From an optimization exercise on the open Yosys and OpenROAD flow, aimed at small area and a short achievable clock period; shortcuts taken in it are not production practice. The RTL was checked by simulation tests, not by an equivalence proof against the original design.

==> flow/run.sh <==
#!/bin/bash
# The standard layout (standard.sh: unchanged synthesis, floorplan, placement,
# CTS, routing), with two settings changed:
#  - the port buffers are plain buf_1 cells instead of the delay buffers the
#    resizer picks by default (every port still gets its own buffer);
#  - CTS uses clkbuf_16 with larger sink clusters and no dummy loads.
# The whole ORFS run's output goes to standard_flow.log here; ORFS also keeps
# each step's own log under orfs/logs/.
set -euo pipefail
export BUFFER_PORTS_ARGS="-buffer_cell sky130_fd_sc_hd__buf_1"
export CTS_ARGS="-sink_clustering_enable -repair_clock_nets -buf_list sky130_fd_sc_hd__clkbuf_16 -dont_use_dummy_load -sink_clustering_size 20 -sink_clustering_max_diameter 120"
bash standard.sh finish > standard_flow.log 2>&1
==> standard.sh <==
#!/bin/bash
# synth_recipe.tcl (not shown) runs the flow's synth.tcl, then flattens the netlist and writes it again
# the make line also repeats each setting of config.mk as NAME=value (left out here)
make -C /OpenROAD-flow-scripts/flow DESIGN_CONFIG=/design/flow/config.mk WORK_HOME=/design/flow/orfs CLKGATE_MAP_FILE= SYNTH_SCRIPT=/design/flow/synth_recipe.tcl "${@:-finish}"
==> config.mk <==
export PLATFORM = sky130hd
export DESIGN_NAME = adpll_ctrl
export DESIGN_NICKNAME = adpll_ctrl
export VERILOG_FILES = /design/flow/design.v
export SDC_FILE = /design/flow/constraint.sdc
export NUM_CORES = 4
export LEC_CHECK = 0
export ABC_AREA = 1
export CAP_MARGIN = 20
export CORE_MARGIN = 2
export CORE_UTILIZATION = 60
export PLACE_DENSITY = 0.75
export SETUP_SLACK_MARGIN = 3
export SLEW_MARGIN = 20
==> constraint.sdc <==
create_clock -name core_clock -period 33.0 [get_ports {clk}]
set_input_delay 6.6000 -clock core_clock [delete_from_list [all_inputs] [get_ports {clk}]]
set_output_delay 6.6000 -clock core_clock [all_outputs]
set_load 0.01 [all_outputs]
==> design.v <==
package adpll_cfg_pkg;
   localparam int FCWW = 26;
   localparam int INTW = 12;
   localparam int FRAW = 14;
   localparam int ACCW = 27;
   localparam int OTWW = 13;
   localparam int LW  = 5;
   localparam int MSW = 8;
   localparam int L_MAX  = 12;
   localparam int L_MIN  = -13;
   localparam int MS_MAX = 127;
   localparam int MS_MIN = -128;
   localparam int OTW_SHIFT = 7;
   localparam int TCW       = 9;
   localparam int T_TDC_PU  = 16;
   localparam int T_INJ_PU  = 48;
   localparam int T_PU_DONE = 112;
   localparam int T_CH_LOCK = 480;
   localparam int LCW           = 5;
   localparam int LOCK_N_FINE   = 15;
   localparam int LOCK_N_COARSE = 8;
endpackage
package adpll_types_pkg;
   typedef enum logic [1:0] {
      MODE_PD   = 2'd0,
      MODE_TEST = 2'd1,
      MODE_RX   = 2'd2,
      MODE_TX   = 2'd3
   } adpll_mode_e;
   typedef enum logic [2:0] {
      ST_IDLE = 3'd0,
      ST_PU   = 3'd1,
      ST_CL   = 3'd2,
      ST_CM   = 3'd3,
      ST_CS   = 3'd4
   } acq_state_e;
   typedef struct packed {
      logic [3:0] alpha;
      logic [3:0] beta;
      logic [2:0] lambda;
      logic [1:0] iir_n;
      logic       en_integral;
   } filt_cfg_s;
   typedef struct packed {
      logic [3:0] alpha_s;
      logic [2:0] lambda;
      logic [1:0] iir_n;
   } coef_set_s;
   typedef struct packed {
      logic [3:0] alpha_l;
      logic [3:0] alpha_m;
      logic [3:0] beta;
      coef_set_s  rx;
      coef_set_s  tx;
   } coef_regs_s;
   typedef struct packed {
      logic signed [4:0]  l;
      logic signed [7:0] m;
      logic signed [7:0] s;
   } bank_words_s;
   typedef struct packed {
      logic dco_pd;
      logic tdc_pd;
      logic tdc_pd_inj;
   } pwr_ctrl_s;
   typedef struct packed {
      bank_words_s words;
      pwr_ctrl_s   pd;
   } test_ctrl_s;
endpackage
module lf_add #(
   parameter int W = 27
) (
   input  logic [W-1:0] a,
   input  logic [W-1:0] b,
   input  logic         ci,
   output logic [W-1:0] s,
   output logic [W:0]   c
);
   localparam int LG = (W > 16) ? 5 : (W > 8) ? 4 : (W > 4) ? 3 : (W > 2) ? 2 : 1;
   logic [W-1:0] g, p;
   assign g = a & b;
   assign p = a ^ b;
   logic [W-1:0] gg [0:LG];
   logic [W-1:0] pp [0:LG];
   assign gg[0] = {g[W-1:1], g[0] | (p[0] & ci)};
   assign pp[0] = p;
   for (genvar l = 0; l < LG; l++) begin : g_lv
      for (genvar i = 0; i < W; i++) begin : g_bit
         localparam int J = (l > 0 && i == (1 << l)) ? i - 2 : ((i >> l) << l) - 1;
         if ((i >> l) & 1) begin : g_n
            assign gg[l+1][i] = gg[l][i] | (pp[l][i] & gg[l][J]);
            assign pp[l+1][i] = pp[l][i] & pp[l][J];
         end else if (l == 0 && i >= 2 && (i & (i - 1)) == 0) begin : g_pair
            assign gg[l+1][i] = gg[l][i] | (pp[l][i] & gg[l][i-1]);
            assign pp[l+1][i] = pp[l][i] & pp[l][i-1];
         end else begin : g_w
            assign gg[l+1][i] = gg[l][i];
            assign pp[l+1][i] = pp[l][i];
         end
      end
   end
   assign c = {gg[LG], ci};
   assign s = p ^ c[W-1:0];
endmodule
module loop_filter (
   input  logic                                     clk,
   input  logic                                     rst_accum_all,
   input  logic                                     accum_clr,
   input  logic [adpll_cfg_pkg::FCWW-1:0]           fcw,
   input  logic [adpll_cfg_pkg::INTW-1:0]           tdc_word,
   input  adpll_types_pkg::filt_cfg_s               filt,
   output logic signed [adpll_cfg_pkg::OTWW-1:0]    otw_round
);
   localparam int N = adpll_cfg_pkg::ACCW;
   function automatic logic [19:0] sh20(input logic [26:0] x, input logic [3:0] s);
      logic [26:0] a8;
      logic [22:0] a4;
      logic [20:0] a2;
      logic [19:0] a1;
      for (int i = 0; i < 27; i++) a8[i] = s[3] ? x[(i+8 > 26) ? 26 : i+8] : x[i];
      for (int i = 0; i < 23; i++) a4[i] = s[2] ? a8[i+4] : a8[i];
      for (int i = 0; i < 21; i++) a2[i] = s[1] ? a4[i+2] : a4[i];
      for (int i = 0; i < 20; i++) a1[i] = s[0] ? a2[i+1] : a2[i];
      sh20 = a1;
   endfunction
   logic                  clr;
   logic signed [N-1:0]   acc_d, acc_q;
   logic signed [N-1:0]   iir_q [1:3];
   logic signed [N-1:0]   iir_d [0:3];
   logic signed [N-1:0]   tap;
   logic signed [N-1:0]   integ_d, integ_q;
   assign clr = rst_accum_all | accum_clr;
   logic [12:0] hs, hc;
   logic [12:0] hx, hy;
   assign hx = {1'b0, fcw[25:14]};
   assign hy = ~{1'b0, tdc_word};
   assign hs = acc_q[26:14] ^ hx ^ hy;
   assign hc = (acc_q[26:14] & hx) | (acc_q[26:14] & hy) | (hx & hy);
   logic [N:0] acc_c;
   lf_add #(.W(N)) u_acc (
      .a({hs, acc_q[13:0]}), .b({hc[11:0], 1'b1, fcw[13:0]}), .ci(1'b0),
      .s(acc_d), .c(acc_c)
   );
   assign iir_d[0] = acc_d;
   for (genvar k = 1; k <= 3; k++) begin : g_iir
      logic signed [N-1:0] ynsh, xsh;
      logic [N:0] ic;
      assign ynsh = $signed(~iir_q[k]) >>> filt.lambda;
      assign xsh  = iir_d[k-1] >>> filt.lambda;
      logic [N-1:0] cs_s, cs_c;
      assign cs_s = xsh ^ iir_q[k] ^ ynsh;
      assign cs_c = (xsh & iir_q[k]) | (xsh & ynsh) | (iir_q[k] & ynsh);
      lf_add #(.W(N)) u_i (
         .a(cs_s), .b({cs_c[N-2:0], 1'b1}), .ci(1'b0), .s(iir_d[k]), .c(ic)
      );
   end
   always_comb begin
      case (filt.iir_n)
         2'd0:    tap = iir_d[0];
         2'd1:    tap = iir_d[1];
         2'd2:    tap = iir_d[2];
         default: tap = iir_d[3];
      endcase
   end
   logic [N:0] int_c;
   logic [N-1:0] tap_g;
   assign tap_g = filt.en_integral ? tap : '0;
   lf_add #(.W(N)) u_int (
      .a(tap_g), .b(integ_q), .ci(1'b0), .s(integ_d), .c(int_c)
   );
   always_ff @(posedge clk) begin
      if (clr) begin
         acc_q    <= '0;
         iir_q[1] <= '0;
         iir_q[2] <= '0;
         iir_q[3] <= '0;
         integ_q  <= '0;
      end else begin
         acc_q    <= acc_d;
         iir_q[1] <= iir_d[1];
         iir_q[2] <= iir_d[2];
         iir_q[3] <= iir_d[3];
         integ_q  <= integ_d;
      end
   end
   logic [19:0] pa, pb, ps, pc, ntw;
   logic [20:0] ntw_c;
   assign pa  = sh20(tap, filt.alpha);
   assign pb  = filt.en_integral ? sh20(integ_d, filt.beta) : 20'd0;
   assign ps  = pa ^ pb ^ 20'd64;
   assign pc  = (pa & pb) | ((pa | pb) & 20'd64);
   lf_add #(.W(20)) u_ntw (
      .a(ps), .b({pc[18:0], 1'b0}), .ci(1'b0), .s(ntw), .c(ntw_c)
   );
   assign otw_round = ntw[19:7];
endmodule
module acq_sequencer (
   input  logic                                     clk,
   input  logic                                     rst_accum_all,
   input  logic [adpll_cfg_pkg::FCWW-1:0]           fcw,
   input  adpll_types_pkg::adpll_mode_e             mode,
   input  adpll_types_pkg::coef_regs_s              coefs,
   input  logic                                     lock_seen,
   input  logic signed [7:0]                        lock_word,
   output logic                                     st_cl,
   output logic                                     st_cm,
   output logic                                     st_cs,
   output adpll_types_pkg::filt_cfg_s               filt,
   output logic                                     accum_clr,
   output logic                                     ld_en,
   output logic                                     ld_clr,
   output logic signed [4:0]                        fixed_l,
   output logic signed [7:0]                        fixed_m,
   output adpll_types_pkg::pwr_ctrl_s               pwr,
   output logic                                     channel_lock
);
   adpll_types_pkg::acq_state_e     state;
   logic [adpll_cfg_pkg::FCWW-1:0]  fcw_last;
   adpll_types_pkg::adpll_mode_e    mode_last;
   logic [adpll_cfg_pkg::TCW-1:0]   time_cnt;
   logic                            en_integral;
   adpll_types_pkg::coef_set_s      cs;
   assign st_cl = (state == adpll_types_pkg::ST_CL);
   assign st_cm = (state == adpll_types_pkg::ST_CM);
   assign st_cs = (state == adpll_types_pkg::ST_CS);
   assign cs = (mode == adpll_types_pkg::MODE_TX) ? coefs.tx : coefs.rx;
   always_comb begin
      filt.alpha       = coefs.rx.alpha_s;
      filt.beta        = coefs.beta;
      filt.lambda      = coefs.rx.lambda;
      filt.iir_n       = 2'd0;
      filt.en_integral = en_integral;
      case (state)
         adpll_types_pkg::ST_CL: filt.alpha = coefs.alpha_l;
         adpll_types_pkg::ST_CM: filt.alpha = coefs.alpha_m;
         adpll_types_pkg::ST_CS: begin
            filt.alpha  = cs.alpha_s;
            filt.lambda = cs.lambda;
            filt.iir_n  = cs.iir_n;
         end
         default: ;
      endcase
   end
   always_ff @(posedge clk) begin
      if (rst_accum_all) begin
         state        <= adpll_types_pkg::ST_IDLE;
         pwr          <= '1;
         accum_clr    <= 1'b0;
         ld_en        <= 1'b0;
         ld_clr       <= 1'b0;
         fixed_l      <= '0;
         fixed_m      <= '0;
         channel_lock <= 1'b0;
         en_integral  <= 1'b0;
         fcw_last     <= '0;
         mode_last    <= adpll_types_pkg::MODE_PD;
      end else begin
         fcw_last  <= fcw;
         mode_last <= mode;
         if (fcw != fcw_last || mode != mode_last) begin
            state <= adpll_types_pkg::ST_IDLE;
         end else begin
            case (state)
               adpll_types_pkg::ST_IDLE: begin
                  time_cnt     <= '0;
                  fixed_l      <= '0;
                  fixed_m      <= '0;
                  ld_en        <= 1'b0;
                  ld_clr       <= 1'b1;
                  channel_lock <= 1'b0;
                  en_integral  <= 1'b0;
                  if (mode == adpll_types_pkg::MODE_PD) begin
                     pwr <= '1;
                  end
                  if (mode == adpll_types_pkg::MODE_RX || mode == adpll_types_pkg::MODE_TX) begin
                     state <= adpll_types_pkg::ST_PU;
                  end
               end
               adpll_types_pkg::ST_PU: begin
                  time_cnt   <= time_cnt + 1'b1;
                  pwr.dco_pd <= 1'b0;
                  if (time_cnt == adpll_cfg_pkg::T_TDC_PU) begin
                     pwr.tdc_pd <= 1'b0;
                  end
                  if (time_cnt == adpll_cfg_pkg::T_INJ_PU) begin
                     pwr.tdc_pd_inj <= 1'b0;
                  end
                  if (time_cnt == adpll_cfg_pkg::T_PU_DONE) begin
                     state     <= adpll_types_pkg::ST_CL;
                     accum_clr <= 1'b1;
                     time_cnt  <= '0;
                  end
               end
               adpll_types_pkg::ST_CL: begin
                  accum_clr <= 1'b0;
                  ld_clr    <= 1'b0;
                  ld_en     <= 1'b1;
                  if (lock_seen && !ld_clr) begin
                     fixed_l   <= lock_word[4:0];
                     state     <= adpll_types_pkg::ST_CM;
                     accum_clr <= 1'b1;
                     ld_clr    <= 1'b1;
                  end
               end
               adpll_types_pkg::ST_CM: begin
                  accum_clr <= 1'b0;
                  ld_clr    <= 1'b0;
                  if (lock_seen && !ld_clr) begin
                     fixed_m   <= lock_word;
                     state     <= adpll_types_pkg::ST_CS;
                     accum_clr <= 1'b1;
                     ld_en     <= 1'b0;
                  end
               end
               adpll_types_pkg::ST_CS: begin
                  accum_clr <= 1'b0;
                  time_cnt  <= time_cnt + 1'b1;
                  if (coefs.beta != 4'd0) begin
                     en_integral <= 1'b1;
                  end
                  if (time_cnt == adpll_cfg_pkg::T_CH_LOCK) begin
                     channel_lock <= 1'b1;
                  end
               end
               default: state <= adpll_types_pkg::ST_IDLE;
            endcase
         end
      end
   end
endmodule
module freq_lock_detector (
   input  logic                                     clk,
   input  logic                                     rst_accum_all,
   input  logic                                     ld_en,
   input  logic                                     ld_clr,
   input  logic                                     st_cl,
   input  logic signed [7:0]                        otw_sat,
   output logic                                     lock_seen,
   output logic signed [7:0]                        lock_word
);
   logic signed [7:0]              cand1, cand2;
   logic                           lock_sel;
   logic [adpll_cfg_pkg::LCW-1:0]  cnt1, cnt2;
   logic [adpll_cfg_pkg::LCW-1:0]  inc1, inc2;
   logic [adpll_cfg_pkg::LCW-1:0]  lock_n;
   assign inc1 = cnt1 + 1'b1;
   assign inc2 = cnt2 + 1'b1;
   assign lock_n = st_cl ? 5'(adpll_cfg_pkg::LOCK_N_COARSE) : 5'(adpll_cfg_pkg::LOCK_N_FINE);
   always_ff @(posedge clk) begin
      if (rst_accum_all || ld_clr) begin
         cand1     <= '1;
         cand2     <= '1;
         cnt1      <= '0;
         cnt2      <= '0;
         lock_seen <= 1'b0;
         lock_sel  <= 1'b0;
      end else if (ld_en) begin
         if (otw_sat == cand1) begin
            cnt1 <= inc1;
            if (inc1 == lock_n) begin
               lock_seen <= 1'b1;
               lock_sel  <= 1'b0;
            end
         end else if (otw_sat == cand2) begin
            cnt2 <= inc2;
            if (inc2 == lock_n) begin
               lock_seen <= 1'b1;
               lock_sel  <= 1'b1;
            end
         end else begin
            cand1 <= otw_sat;
            cnt1  <= 1;
            cand2 <= cand1;
            cnt2  <= cnt1;
         end
      end
   end
   assign lock_word = lock_sel ? cand2 : cand1;
endmodule
module bank_word_combiner (
   input  logic                                     st_cl,
   input  logic                                     st_cm,
   input  logic                                     st_cs,
   input  logic                                     mode_test,
   input  logic                                     accum_clr,
   input  logic signed [adpll_cfg_pkg::OTWW-1:0]    otw_round,
   input  logic signed [4:0]                        fixed_l,
   input  logic signed [7:0]                        fixed_m,
   input  adpll_types_pkg::test_ctrl_s              test,
   output logic signed [7:0]                        otw_sat,
   output adpll_types_pkg::bank_words_s             dco_words,
   output logic                                     channel_sat
);
   logic signed [7:0] sat_l, sat_ms;
   always_comb begin
      if (otw_round > adpll_cfg_pkg::L_MAX)      sat_l = 8'(adpll_cfg_pkg::L_MAX);
      else if (otw_round < adpll_cfg_pkg::L_MIN) sat_l = 8'(adpll_cfg_pkg::L_MIN);
      else                                       sat_l = otw_round[7:0];
      if (otw_round > adpll_cfg_pkg::MS_MAX)      sat_ms = 8'(adpll_cfg_pkg::MS_MAX);
      else if (otw_round < adpll_cfg_pkg::MS_MIN) sat_ms = 8'(adpll_cfg_pkg::MS_MIN);
      else                                        sat_ms = otw_round[7:0];
   end
   assign otw_sat = st_cl ? sat_l : sat_ms;
   always_comb begin
      if (mode_test) begin
         dco_words = test.words;
      end else begin
         dco_words.l = (st_cl && !accum_clr) ? sat_l[4:0] : fixed_l;
         dco_words.m = (st_cm && !accum_clr) ? sat_ms : fixed_m;
         dco_words.s = (st_cs && !accum_clr) ? sat_ms : 8'sd0;
      end
   end
   assign channel_sat = (dco_words.s == adpll_cfg_pkg::MS_MIN) ||
                        (dco_words.s == adpll_cfg_pkg::MS_MAX);
endmodule
module adpll_ctrl (
   input  logic         clk,
   input  logic         rst_accum_all,
   input  logic [25:0]  fcw,
   input  logic [1:0]   adpll_mode,
   input  logic [11:0]  tdc_word,
   input  logic [29:0]  coefs,
   input  logic [23:0]  test,
   output logic [20:0]  dco_words,
   output logic [2:0]   pwr,
   output logic         channel_lock,
   output logic         channel_sat
);
   adpll_types_pkg::adpll_mode_e           adpll_mode_t;
   adpll_types_pkg::coef_regs_s            coefs_t;
   adpll_types_pkg::test_ctrl_s            test_t;
   adpll_types_pkg::bank_words_s           dco_words_t;
   adpll_types_pkg::pwr_ctrl_s             pwr_t;
   assign adpll_mode_t = adpll_types_pkg::adpll_mode_e'(adpll_mode);
   assign coefs_t      = coefs;
   assign test_t       = test;
   assign dco_words    = dco_words_t;
   assign pwr          = pwr_t;
   logic                                   st_cl, st_cm, st_cs, mode_test;
   adpll_types_pkg::filt_cfg_s             filt;
   logic signed [4:0]                      fixed_l;
   logic signed [7:0]                      fixed_m;
   adpll_types_pkg::pwr_ctrl_s             pwr_seq;
   logic                                   accum_clr;
   logic                                   ld_en, ld_clr;
   logic                                   lock_seen;
   logic signed [7:0]                      lock_word;
   logic signed [adpll_cfg_pkg::OTWW-1:0]  otw_round;
   logic signed [7:0]                      otw_sat;
   assign mode_test = (adpll_mode_t == adpll_types_pkg::MODE_TEST);
   loop_filter loop_filter0 (
      .clk(clk), .rst_accum_all(rst_accum_all), .accum_clr(accum_clr),
      .fcw(fcw), .tdc_word(tdc_word), .filt(filt), .otw_round(otw_round)
   );
   acq_sequencer acq_sequencer0 (
      .clk(clk), .rst_accum_all(rst_accum_all), .fcw(fcw), .mode(adpll_mode_t),
      .coefs(coefs_t), .lock_seen(lock_seen), .lock_word(lock_word),
      .st_cl(st_cl), .st_cm(st_cm), .st_cs(st_cs),
      .filt(filt), .accum_clr(accum_clr), .ld_en(ld_en), .ld_clr(ld_clr),
      .fixed_l(fixed_l), .fixed_m(fixed_m), .pwr(pwr_seq), .channel_lock(channel_lock)
   );
   freq_lock_detector freq_lock_detector0 (
      .clk(clk), .rst_accum_all(rst_accum_all), .ld_en(ld_en), .ld_clr(ld_clr),
      .st_cl(st_cl), .otw_sat(otw_sat), .lock_seen(lock_seen), .lock_word(lock_word)
   );
   bank_word_combiner bank_word_combiner0 (
      .st_cl(st_cl), .st_cm(st_cm), .st_cs(st_cs), .mode_test(mode_test),
      .accum_clr(accum_clr), .otw_round(otw_round),
      .fixed_l(fixed_l), .fixed_m(fixed_m), .test(test_t), .otw_sat(otw_sat),
      .dco_words(dco_words_t), .channel_sat(channel_sat)
   );
   assign pwr_t = mode_test ? test_t.pd : pwr_seq;
endmodule
==> run summary, run 1 <==
fmax=0.03436 GHz; worst slew pin tran=1.166 ns; TritonRoute pass-1 iters=6; CP peak stage delay=0.64 ns; Post-Place Cells=4584; normalized max-slew margin=0.2225; Yosys cell types=63; kind of critical path=input pin to output pin; multi-input logic area=19360 µm²; layout cell share with drive strength beyond 1=0.09303; RSZ-0062 raised after global routing=false; CTS Buf Count=15; Worst R2R Setup Slack=16.07 ns; syn_area_per_cell=6.247 µm²; ys flop type=dfxtp_1; average vias per placed instance=5.741; Synth Area in XOR/XNOR=0.02961; async set-reset flop share out of synthesis=0; Non-Filler Instances=4645; CTS tree=built; first-pass GRT wire length=122000 µm; # DRC=0; vias in the first global route=23840; Critical path buffers and inverters=17; final WL=77940 µm; Mapped Cells=4072; Critical Path End Type=output pin; initial antenna violation count=0; Die W=209.9 µm; DRT antenna net count=0; die footprint=44060 µm²; Post-Synth Simple-Gate Area=0.3237; delay-heaviest family, CP=simple AND/OR/NAND/NOR gates; Post-DP HPWL=58740 µm; reg2reg start=acq_sequencer0.state[0]$_SDFFE_PP0P_; Ports=122; PortBufs=121; Final period util=0.8818; Initial DRC Count=2728; R2R depth=109; largest family of logic cells by synthesized area=simple AND/OR/NAND/NOR gates; Site Rows=75; worst skew pair latency=0.53 ns; setup_tns=0 ns; post-layout net count=4464; clock net sink count=224; number of synthesized register bits=224; final setup vio count=0; syn_nets=4428; number of enable flip-flop cells after synthesis=9; Yosys warning total=14; Die Y=209.9 µm; initial core utilization=0.6078; Worst setup SP type=input pin; Clock Pin Slew Worst Setup and Hold Paths=0.08 ns; Critical Path Start=fcw[15]; Worst path most repeated cell=nand2_1; FF+latch area=4574 µm²; CTS max path bufs=3; GR Util All Layers=0.3403; hold crit path type=flop to flop; r2r endpoint=freq_lock_detector0.cand1[6]$_SDFFE_PP1P_; hold path depth=2; # fillers=4045; min Tclk post-route=29.10 ns; # diodes=0; global route total overflow=0; clock skew=0.02819 ns; H-tree depth=1; post-synth top area share=0.1692; CP required=26.40 ns; top cells by area, synth=dfxtp_1 (17%), nand2_1 (16%), o21ai_0 (9.7%); cell count along the critical path=100; Synth Area in Compound Gates=0.1700; Slew Limit Fails=0; mux share of post-synthesis cell area=0.04014; CP Max Fanout=9; WL/cell=16.78 µm; outcome=complete, no violations; Critical Path Slowest Stage Cell=fa_1; Post-Syn Area=25440 µm²; CP arrival=22.50 ns; biggest area consumer among synthesized cells=dfxtp_1; Setup crit end=channel_sat; largest net degree at the start of global routing=105; CORE AREA=41850 µm²; Worst Hold Launch=acq_sequencer0.channel_lock$_SDFFE_PP0P_; clk root buf=clkbuf_16; max cap viols=0; adder-cell share of the synthesized area=0.1559; Area Growth Syn to Fin=9.646%; Hold Vio Cnt, Final=0; vias=26670; Placer Congestion=0.9574; Seq/Total Area, Yosys=0.1798
==> registers in the layout, indices dropped and copies added (netlist names) <==
name                           count
acq_sequencer0.accum_clr           1
acq_sequencer0.channel_lock        1
acq_sequencer0.en_integral         1
acq_sequencer0.fcw_last           26
acq_sequencer0.fixed_l             5
acq_sequencer0.fixed_m             8
acq_sequencer0.ld_clr              1
acq_sequencer0.ld_en               1
acq_sequencer0.mode_last           2
acq_sequencer0.pwr                 3
acq_sequencer0.state               3
acq_sequencer0.time_cnt            9
freq_lock_detector0.cand1          8
freq_lock_detector0.cand2          8
freq_lock_detector0.cnt1           5
freq_lock_detector0.cnt2           5
freq_lock_detector0.lock_seen      1
freq_lock_detector0.lock_sel       1
loop_filter0.acc_q                27
loop_filter0.iir_q                81
loop_filter0.integ_q              27
==> cell families (layout without fill, tap and decap cells) <==
group | count (synthesis) | count (layout)
AND/OR/NAND/NOR | 1933 | 1934
AO/OA/AOI/OAI | 799 | 800
buffers and inverters | 668 | 700
adder cells (fa/ha/maj) | 260 | 260
flip-flops | 224 | 224
multiplexers | 102 | 102
XOR/XNOR | 86 | 86
==> worst register-to-register path: cells and delay by family, from the launching register on <==
kind                       cells  cell delay (ns)
and+or+nand+nor               55             5.95
xor gates and xnor gates       2             0.43
buffers and inverters         16             2.05
DFF                            1             0.37
AOI/OAI and AO/OA             26             4.38
muxes                          1             0.25
adders and majority gates      9             3.36
==> metrics by stage <==
step	hold WS, ns	util	setup slack [ns]	cell area, µm²
final	0.4527	0.6664	3.900	27890
after global routing	0.4668	0.6664	2.590	27890
after CTS	0.4554	0.6355	3.018	26600
after detailed placement	0.4415	0.6232	1.799	26080
after global placement	0.4384	0.6230	2.018	26080
after floorplan	0.4264	-	4.828	25440
==> cell type report <==
| class | instances | area share |
|---|---|---|
| Clock buffer | 15 | 0.01346 |
| Inverter | 503 | 0.06832 |
| Multi-Input combinational cell | 3182 | 0.6943 |
| Sequential cell | 224 | 0.1640 |
| Tap cell | 539 | 0.02418 |
| Timing Repair Buffer | 182 | 0.03575 |
==> cells in the mapped netlist (3+ instances only) <==
library cell  instances
and2_1                3
o22ai_1              11
nand3_1             274
nand4_1              24
nor2_4                5
o211ai_1             15
a22oi_1               5
inv_1               470
a21oi_2               4
a31oi_1              14
buf_2                11
ha_1                165
clkinv_1              6
o221ai_1              8
a21o_1               12
o21ai_0             493
xor2_1               45
nor4_1                8
a21boi_0              6
nand2_4               9
o21bai_1             13
nand2_2              27
edfxtp_1              9
xnor2_1              41
a21oi_1             165
buf_1                20
mux2i_1             102
dfxtp_1             215
inv_2                26
or2_1                 6
nor3_1               17
buf_6                 5
or2_2                26
o21ai_1              22
nand3_2              14
nand3b_1             23
fa_1                 95
clkbuf_1            127
a211oi_1             15
a221oi_1              5
nor2_1              377
nand2_1            1108
==> what timing repair did <==
action,in CTS,in global routing
endpoints found under the hold margin,0,0
hold buffers,0,0
setup buffers,3,39
pin swaps,4,86
gates cloned,2,2
gates resized for setup,27,271
endpoints found under the setup margin,22,22
==> metal layers <==
| metal | global-route usage | vias to the layer above | wire length [µm] |
|---|---|---|---|
| met3 | 0.04444 | 170 | 6072 |
| met2 | 0.5642 | 1049 | 35420 |
| met5 | 0 | - | 0 |
| met4 | 0.1047 | 0 | 2700 |
| met1 | 0.4619 | 12110 | 33750 |
| li1 | - | 13340 | - |
==> placed cells by master, fill, tap and decap left out, drive strengths merged, types with 3 or more instances in the layout <==
cell type,synthesis,routed
a211oi,15,15
a21boi,8,8
a21o,12,12
a21oi,169,169
a221oi,5,5
a22oi,5,5
a31oi,14,14
and2,3,3
buf,37,179
clkbuf,128,17
clkinv,7,8
dfxtp,215,215
edfxtp,9,9
fa,95,95
ha,165,165
inv,496,495
mux2i,102,102
nand2,1144,1144
nand3,290,290
nand3b,24,24
nand4,27,28
nor2,385,385
nor3,17,17
nor4,8,8
o211ai,15,15
o21ai,519,520
o21bai,13,13
o221ai,8,8
o22ai,11,11
or2,33,33
xnor2,41,41
xor2,45,45
==> worst min-delay path by stage <==
stage	end	slack, ns
global placement	acq_sequencer0.channel_lock$_SDFFE_PP0P_	0.44
global route	acq_sequencer0.pwr[0]$_SDFFE_PP1P_	0.47
finish	acq_sequencer0.channel_lock$_SDFFE_PP0P_	0.45
floorplan	acq_sequencer0.pwr[0]$_SDFFE_PP1P_	0.43
CTS	acq_sequencer0.pwr[1]$_SDFFE_PP1P_	0.46
detailed placement	acq_sequencer0.pwr[1]$_SDFFE_PP1P_	0.44
==> run 2, diff against run 1 <==
--- a/config.mk
+++ b/config.mk
@@ -10,5 +10,5 @@
 export CORE_MARGIN = 2
 export CORE_UTILIZATION = 60
 export PLACE_DENSITY = 0.75
-export SETUP_SLACK_MARGIN = 3
+export SETUP_SLACK_MARGIN = 1.5
 export SLEW_MARGIN = 20
==> run summary, run 2 <==
outcome=complete, no violations; CORE AREA=41850 µm²; Clock Pin Slew Worst Setup and Hold Paths=0.09 ns; # fillers=4244; Post-DP HPWL=58740 µm; number of synthesized register bits=224; min Tclk post-route=29.91 ns; most common cell after layout, fill and taps aside=nand2_1; syn_nets=4428; global route total overflow=0; final setup vio count=0; Largest Register=loop_filter0.iir_q; CTS max path bufs=3; largest net degree at the start of global routing=171; Largest register FFs=81; Final period util=0.9065; Ports=122; Worst path most repeated cell=nand2_1; Site Rows=75; clock net sink count=224; # diodes=0; top cells by area, synth=dfxtp_1 (17%), nand2_1 (16%), o21ai_0 (9.7%); delay-heaviest family, CP=simple AND/OR/NAND/NOR gates; CTS Buf Count=15; CP required=26.40 ns; post-layout net count=4425; kind of critical path=input pin to output pin; max cap viols=0; fmax=0.03343 GHz; first-pass GRT wire length=121100 µm; initial antenna violation count=1; CP arrival=23.31 ns; worst slew pin tran=1.131 ns; DRT antenna net count=0; vias in the first global route=23740; placed inst area=26080 µm²; # DRC=0; die footprint=44060 µm²; cell with the most instances after synthesis=nand2_1; Post-Syn Area=25440 µm²; Critical path buffers and inverters=16; final WL=75600 µm; CTS tree=built; RSZ-0062 raised after global routing=false; biggest area consumer among synthesized cells=dfxtp_1; GR Util All Layers=0.3371; clk root buf=clkbuf_16; async set-reset flop share out of synthesis=0; syn_area_per_cell=6.247 µm²; most common library cells after synthesis=nand2_1 (1108), o21ai_0 (493), inv_1 (470); hold crit path type=flop to flop; Placer Congestion=0.9574; setup_tns=0 ns; Final Util=0.6388; Area Growth Syn to Fin=5.106%; H-tree depth=1; Critical Path Slowest Stage Cell=fa_1; average vias per placed instance=5.693; Critical Path End Type=output pin; worst skew pair latency=0.52 ns; most frequent cells in the layout=nand2_1 (1101), inv_1 (469), o21ai_0 (467), nor2_1 (373), nand3_1 (274); Mapped Cells=4072; Yosys warning total=14; Initial DRC Count=2629; number of enable flip-flop cells after synthesis=9; Slew Limit Fails=0; WL/cell=16.41 µm; post-synth top area share=0.1692; Worst setup SP type=input pin; CP peak stage delay=0.56 ns; Seq/Total Area, Yosys=0.1798; initial core utilization=0.6078; clock skew=0.02656 ns; Hold Vio Cnt, Final=0; CP Max Fanout=7; normalized max-slew margin=0.2459; Yosys cell types=63; Die W=209.9 µm; Die Y=209.9 µm; PortBufs=121; TritonRoute pass-1 iters=6; layout cell share with drive strength beyond 1=0.05188; Largest regs=loop_filter0.iir_q: 81 flops, loop_filter0.acc_q: 27 flops, loop_filter0.integ_q: 27 flops; design area=26740 µm²; vias=26220; ys flop type=dfxtp_1
[run 2: cell counts after synthesis]
Identical to the previous run, type by type.
[run 2: final timing paths]
path | startpoint | endpoint | slack, ns | depth (start not counted)
worst min register to register | acq_sequencer0.channel_lock$_SDFFE_PP0P_ | acq_sequencer0.channel_lock$_SDFFE_PP0P_ | 0.45 | 2
worst max register to register | acq_sequencer0.state[0]$_SDFFE_PP0P_ | freq_lock_detector0.cand1[6]$_SDFFE_PP1P_ | 15.29 | 107
worst max-delay path | fcw[15] | channel_sat | 3.09 | 112
worst min-delay path | acq_sequencer0.channel_lock$_SDFFE_PP0P_ | acq_sequencer0.channel_lock$_SDFFE_PP0P_ | 0.45 | 2
[run 2: cell type report]
type | instances | area (µm²) | share of cell area
Multi-Input combinational cell | 3182 | 18560 | 0.6942
Inverter | 503 | 1896 | 0.07090
Clock buffer | 15 | 375.4 | 0.01404
Sequential cell | 224 | 4574 | 0.1711
Tap cell | 539 | 674.4 | 0.02522
Timing Repair Buffer | 143 | 656.9 | 0.02457
[run 2: cells by family after synthesis]
kind of cell,count (synthesis),synth area share
simple gates,1933,0.3237
compound gates,799,0.1700
buf+inv,668,0.1008
fa+ha+maj,260,0.1559
flops,224,0.1798
mux,102,0.04014
xor+xnor,86,0.02961
[run 2: timing repair]
item,in CTS,in global routing
hold buffers,0,0
resized for setup,0,76
buffers inserted,0,4
setup endpoints to repair,0,22
[run 2: routing by layer]
metal / vias up / global-route usage / share of wire
met3: 144 / 0.04250 / 0.076
met1: 11870 / 0.4595 / 0.44
li1: 13250 / - / -
met2: 954 / 0.5615 / 0.45
met4: 0 / 0.09587 / 0.032
met5: - / 0 / 0
[run 2: worst min-delay path, cell delays in order (launching register included)]
cell     delay, ns
dfxtp_1       0.32
inv_1         0.05
a21oi_1       0.05
[run 2: metrics by stage]
step	setup WS (ns)	hold slack, ns	std cells
2_1_floorplan	4.828	0.4264	4072
3_3_place_gp	2.018	0.4384	4583
3_5_place_dp	1.799	0.4415	4584
4_1_cts	1.750	0.4554	4599
5_1_grt	1.357	0.4668	4606
6_report	3.086	0.4531	4606
==> run 3, diff against run 2 <==
--- a/config.mk
+++ b/config.mk
@@ -10,5 +10,5 @@
 export CORE_MARGIN = 2
 export CORE_UTILIZATION = 60
 export PLACE_DENSITY = 0.75
-export SETUP_SLACK_MARGIN = 1.5
+export SETUP_SLACK_MARGIN = 2
 export SLEW_MARGIN = 20
==> run summary, run 3 <==
Worst Hold Launch=acq_sequencer0.channel_lock$_SDFFE_PP0P_; top cells by area, synth=dfxtp_1 (17%), nand2_1 (16%), o21ai_0 (9.7%); cell with the most instances after synthesis=nand2_1; Critical Path End Type=output pin; GR Util All Layers=0.3388; largest net degree at the start of global routing=171; Largest Register=loop_filter0.iir_q; Worst setup SP type=input pin; DRT antenna net count=0; Yosys cell types=63; CP peak stage delay=0.58 ns; most common library cells after synthesis=nand2_1 (1108), o21ai_0 (493), inv_1 (470); most frequent cells in the layout=nand2_1 (1097), inv_1 (469), o21ai_0 (453), nor2_1 (369), nand3_1 (272); hold crit path type=flop to flop; Worst path most repeated cell=nand2_1; Site Rows=75; number of enable flip-flop cells after synthesis=9; PortBufs=121; vias=26270; hold path depth=2; worst skew pair latency=0.52 ns; Area Growth Syn to Fin=5.942%; syn_area_per_cell=6.247 µm²; number of synthesized register bits=224; Die W=209.9 µm; global route total overflow=0; async set-reset flop share out of synthesis=0; average vias per placed instance=5.700; Slew Limit Fails=0; Clock Pin Slew Worst Setup and Hold Paths=0.09 ns; initial antenna violation count=1; min Tclk post-route=29.69 ns; Hold Vio Cnt, Final=0; Mapped Cells=4072; CP arrival=23.09 ns; RSZ-0062 raised after global routing=false; normalized max-slew margin=0.2416; Yosys warning total=14; placed inst area=26080 µm²; TritonRoute pass-1 iters=6; final WL=75990 µm; clk root buf=clkbuf_16; CP Max Fanout=7; Final period util=0.8997; clock skew=0.02723 ns; design area=26950 µm²; setup_tns=0 ns; vias in the first global route=23770; reg2reg start=acq_sequencer0.state[0]$_SDFFE_PP0P_; most common cell after layout, fill and taps aside=nand2_1; post-synth top area share=0.1692; Largest regs=loop_filter0.iir_q: 81 flops, loop_filter0.acc_q: 27 flops, loop_filter0.integ_q: 27 flops; fmax=0.03368 GHz; H-tree depth=1; r2r endpoint=freq_lock_detector0.cand1[6]$_SDFFE_PP1P_; CP required=26.40 ns; Die Y=209.9 µm; layout cell share with drive strength beyond 1=0.05971; final setup vio count=0; ys flop type=dfxtp_1; # fillers=4199; # diodes=0; first-pass GRT wire length=121600 µm; Critical Path Start=fcw[15]; Ports=122; FF+latch area=4574 µm²; kind of critical path=input pin to output pin; Placer Congestion=0.9574; initial core utilization=0.6078; clock net sink count=224; syn_nets=4428; multi-input logic area=18740 µm²; CTS max path bufs=3; CTS tree=built; biggest area consumer among synthesized cells=dfxtp_1; worst slew pin tran=1.138 ns; die footprint=44060 µm²; Largest register FFs=81; Seq/Total Area, Yosys=0.1798; Post-Syn Area=25440 µm²; # DRC=0; CORE AREA=41850 µm²; Initial DRC Count=2435; hold worst-path end=acq_sequencer0.channel_lock$_SDFFE_PP0P_; number of hold buffers added after cts=0; outcome=complete, no violations; WL/cell=16.49 µm; CTS Buf Count=15; Critical Path Slowest Stage Cell=fa_1; post-layout net count=4428; Post-DP HPWL=58740 µm; max cap viols=0; R2R depth=109; Worst R2R Setup Slack=15.52 ns
==> run 3: cell type report <==
class                   instances  area share
clock buffers                  15     0.01393
inverters                     503     0.07062
well taps                     539     0.02502
multi-input cells            3182      0.6953
repair buffers                146     0.02540
flip-flops and latches        224      0.1697
==> run 3: worst max-delay path by stage <==
stage,cells past startpoint,slack (ns),end
after detailed placement,106,1.80,channel_sat
after floorplan,108,4.83,channel_sat
final,106,3.31,channel_sat
after global routing,113,1.78,channel_sat
after CTS,106,2.01,channel_sat
after global placement,110,2.02,channel_sat
==> run 3: worst max-delay path, delay by kind of cell <==
family                   cells  cell delay, ns
XOR/XNOR                     2            0.36
AO/OA/AOI/OAI               27            4.44
AND/OR/NAND/NOR             54            6.09
buffers and inverters       12            1.11
adder cells (fa/ha/maj)     11            4.45
==> run 3: cells by family after synthesis <==
kind of cell	synth area share
buf+inv	0.1008
compound gates	0.1700
xor+xnor	0.02961
mux	0.04014
fa+ha+maj	0.1559
flops	0.1798
simple gates	0.3237
==> run 3: layer usage <==
layer  track usage  routed length [µm]
met5             0                   0
met4       0.09758                2381
met3       0.04414                5636
met2        0.5644               34570
met1        0.4603               33400
==> run 3: timing repair <==
action / CTS / global route
buffers inserted: 0 / 6
pin swaps: 1 / 23
gates cloned: 1 / 3
endpoints found under the setup margin: 1 / 22
resized for setup: 4 / 125
==> run 3: per-stage QoR <==
stage / hold WS [ns] / cells / setup slack (ns) / util
2_1_floorplan: 0.4264 / 4072 / 4.828 / -
3_3_place_gp: 0.4384 / 4583 / 2.018 / 0.6230
3_5_place_dp: 0.4415 / 4584 / 1.799 / 0.6232
4_1_cts: 0.4554 / 4600 / 2.015 / 0.6328
5_1_grt: 0.4668 / 4609 / 1.782 / 0.6439
6_report: 0.4530 / 4609 / 3.310 / 0.6439

-- port drivers added, routing unchanged --
Ports are ideal in the flow. The routed layouts listed here were re-timed in OpenROAD. Step 1 sets driving cells, clkbuf_16 on the clock port and buf_2 on the other inputs (assumed; they add their load-dependent delay and slew). Step 2 also shifts input and output timing later by t, the mid clock arrival at the registers, as if the neighbouring blocks saw the same clock. Slacks: no drivers / after step 1 / after step 2; pairs: no drivers / after step 1.
run | t, ns | setup WS [ns] | worst hold slack (ns)
run 1 | 0.571 | 3.900 / 3.873 / 3.873 | 0.453 / 0.453 / 0.453
run 2 | 0.570 | 3.086 / 3.058 / 3.058 | 0.453 / 0.453 / 0.453
run 3 | 0.571 | 3.310 / 3.283 / 3.283 | 0.453 / 0.453 / 0.453
After both steps every run listed still meets setup and hold. The setup slack of run 2, which loses most, moves by -0.028 ns with the drivers and by -0.028 ns with both steps.
